This design comes from an exercise in tuning for small area and a short achievable clock period on the open sky130 flow, not from production work.
Function was checked by simulation only, so behaviour that the tests miss may differ from the original.

==> flow/design.v (excerpt) <==
module ex_top (
	input  logic                  clk_i,
	input  logic                  rst_n_i,
	input  logic                  req_valid_i,
	input  logic [31:0]           req_inst_i,
	input  logic [32-1:0]   req_pc_i,
	input  logic [32-1:0]   req_rs1_val_i,
	input  logic [32-1:0]   req_rs2_val_i,
	input  logic [32-1:0]   req_mem_rdata_i,
	output logic                  wb_wen_o,
	output logic [5-1:0] wb_rd_o,
	output logic [32-1:0]   wb_data_o,
	output logic [4-1:0]  store_wstrb_o,
	output logic [32-1:0]   store_addr_o,
	output logic [32-1:0]   store_wdata_o,
	output logic                  redirect_jump_o,
	output logic [32-1:0]   redirect_target_o
);
Size: about 4500 cells after synthesis, ~75 flip-flops, ~300 I/O pins.
Settings: LEC_CHECK=0, ABC_AREA=1, ABC_CLOCK_PERIOD_IN_PS=10000, CAP_MARGIN=20, CORE_MARGIN=2, CORE_UTILIZATION=55, SETUP_SLACK_MARGIN=4.5, SLEW_MARGIN=20; clock period 15.0 ns.
standard.sh (not shown) runs the stock make flow with config.mk's settings and CLKGATE_MAP_FILE= SYNTH_SCRIPT=/design/flow/synth_recipe.tcl, a recipe that flattens the netlist after the stock synthesis.
==> flow/flow/run.sh <==
#!/bin/bash
# The standard layout (the standard.sh, standard synthesis unchanged), with
# one change: the buffers that buffer_ports puts on every input and output port
# are buf_1 cells (the resizer upsizes the ones on critical paths) instead of the cell buffer_ports picks by itself.
set -euo pipefail
export BUFFER_PORTS_ARGS="-buffer_cell sky130_fd_sc_hd__buf_1"
bash standard.sh > standard_flow.log 2>&1
==> next run, changes <==
Settings changed: CORE_UTILIZATION 55 to 45.
Outcome: Via count rose by 0.35%; design area came out higher by 1.4%; sequential share of layout area barely changes; maximum frequency is higher by 0.62%; global-route usage went down by 7.8 points; setup slack improved by 0.064 ns; critical path depth increases by 2.
==> next run, changes <==
Settings changed: CORE_UTILIZATION 45 to 50, SETUP_SLACK_MARGIN 4.5 to 5.
Effect: Die area is lower by roughly a tenth. Flip-flop and latch count stays the same. Synthesized area stays the same. Global-route usage is higher by 5.5 points. Utilization is higher by 7.5 points.
==> next run, changes <==
Settings changed: SETUP_SLACK_MARGIN 5 to 4.5.
The new run went through all stages and came out clean; worst setup slack got worse by 0.35 ns; design area goes down by 3.7%; die area is unchanged; synthesized cell count is unchanged; hold slack loses 0.0038 ns.

---

Setup of before:
ex_top, a different RTL version from the one above (not shown whole).
Size in the first run: about 75 flip-flops, ~0.036 mm^2 of cells after synthesis.
export LEC_CHECK = 0
export ABC_AREA = 1
export ABC_CLOCK_PERIOD_IN_PS = 10000
export CAP_MARGIN = 20
export CORE_MARGIN = 2
export CORE_UTILIZATION = 45
export SETUP_SLACK_MARGIN = 5
export SLEW_MARGIN = 20
create_clock -name core_clock -period 15.0 [get_ports {clk_i}]
Scripts as last shown in full above: flow/flow/run.sh
before finished every stage and its layout cleared the timing, DRC and antenna checks.
For after, these inputs were changed with respect to before:
--- a/flow/config.mk
+++ b/flow/config.mk
@@ -11,4 +11,4 @@
 export CORE_MARGIN = 2
 export CORE_UTILIZATION = 45
-export SETUP_SLACK_MARGIN = 5
+export SETUP_SLACK_MARGIN = 4.5
 export SLEW_MARGIN = 20
Findings:
The run with more setup slack is before; after has less.
As far as clock-buffer cell count goes, before and after are indistinguishable; the numbers are identical.
Critical path depth: after vs before down 14%
Relative to before, the final cell area reported for after is lower.

---

## run A
Another version of the RTL of ex_top (not shown whole).
Size in the first run: roughly 4000 cells after synthesis, about 75 flip-flops, roughly 300 I/O pins.
clock: 15.0 ns
lec_check: 0
abc_clock_period_in_ps: 10000
cap_margin: 20
core_margin: 2
core_utilization: 45
setup_slack_margin: 4.5
slew_margin: 20
Scripts as last shown in full above: flow/flow/run.sh
Run A: PASS, flow complete, no timing, DRC or antenna violations
--- input diff run A..run B ---
# run A
export LEC_CHECK = 0
export ABC_CLOCK_PERIOD_IN_PS = 10000
export CAP_MARGIN = 20
export CORE_MARGIN = 2
export CORE_UTILIZATION = 45
export SETUP_SLACK_MARGIN = 4.5
export SLEW_MARGIN = 20
create_clock -name core_clock -period 15.0 [get_ports {clk_i}]
# run B
export LEC_CHECK = 0
export ABC_AREA = 1
export ABC_CLOCK_PERIOD_IN_PS = 10000
export CAP_MARGIN = 20
export CORE_MARGIN = 2
export CORE_UTILIZATION = 45
export SETUP_SLACK_MARGIN = 4.5
export SLEW_MARGIN = 20
create_clock -name core_clock -period 15.0 [get_ports {clk_i}]
==> comparison <==
- Core box area: run B worse than run A
- Looking at number of ordinary and repair buffers in the finished layout, run B sits 112 below run A.
- Against run A, run B reports a share of the clock period used by the worst path that is higher.
- The setup slack of run B is smaller than that of run A.
- Taking run A as the reference, in run B time the worst path needs with I/O delays and setup +0.073 ns; fraction of the mapped netlist area in compound gates -2.6 points.

==> what the ideal ports hide <==
The flow's constraints put no driver on any port. The routed layouts listed below were extracted and timed again, unchanged, in two steps.
Step 1: set_driving_cell puts a clkbuf_16 on clk_i and a buf_2 on each other input, an assumption about the parent block.
Step 2 adds t to the input delays and takes it off the output delays; t is the mean of the earliest and latest rising clock arrival at the registers after step 1. Input paths then give back, and output paths get back, about the clock's delay inside the block.
Three values: ideal ports, drivers, drivers and shift; two values: the first two.
run	t (ns)	setup WS [ns]	hold slack, ns
the first run of note 1	0.453	4.550 / 4.594 / 4.141	2.747 / 2.710 / 3.163
the second run of note 1	0.449	4.615 / 4.655 / 4.207	2.740 / 2.700 / 3.149
the third run of note 1	0.453	5.001 / 5.048 / 4.595	2.764 / 2.718 / 3.171
the fourth run of note 1	0.455	4.652 / 4.686 / 4.231	2.761 / 2.714 / 3.168
before	0.428	4.986 / 5.014 / 4.586	2.778 / 2.746 / 3.174
after	0.431	4.591 / 4.613 / 4.182	2.782 / 2.749 / 3.180
run A	0.447	4.550 / 4.520 / 4.074	2.764 / 2.730 / 3.176
run B	0.456	4.477 / 4.521 / 4.066	2.724 / 2.682 / 3.138
After both steps every run listed still meets setup and hold. For run A, which loses most, drivers alone change the setup slack by -0.030 ns; drivers and shift together by -0.476 ns.
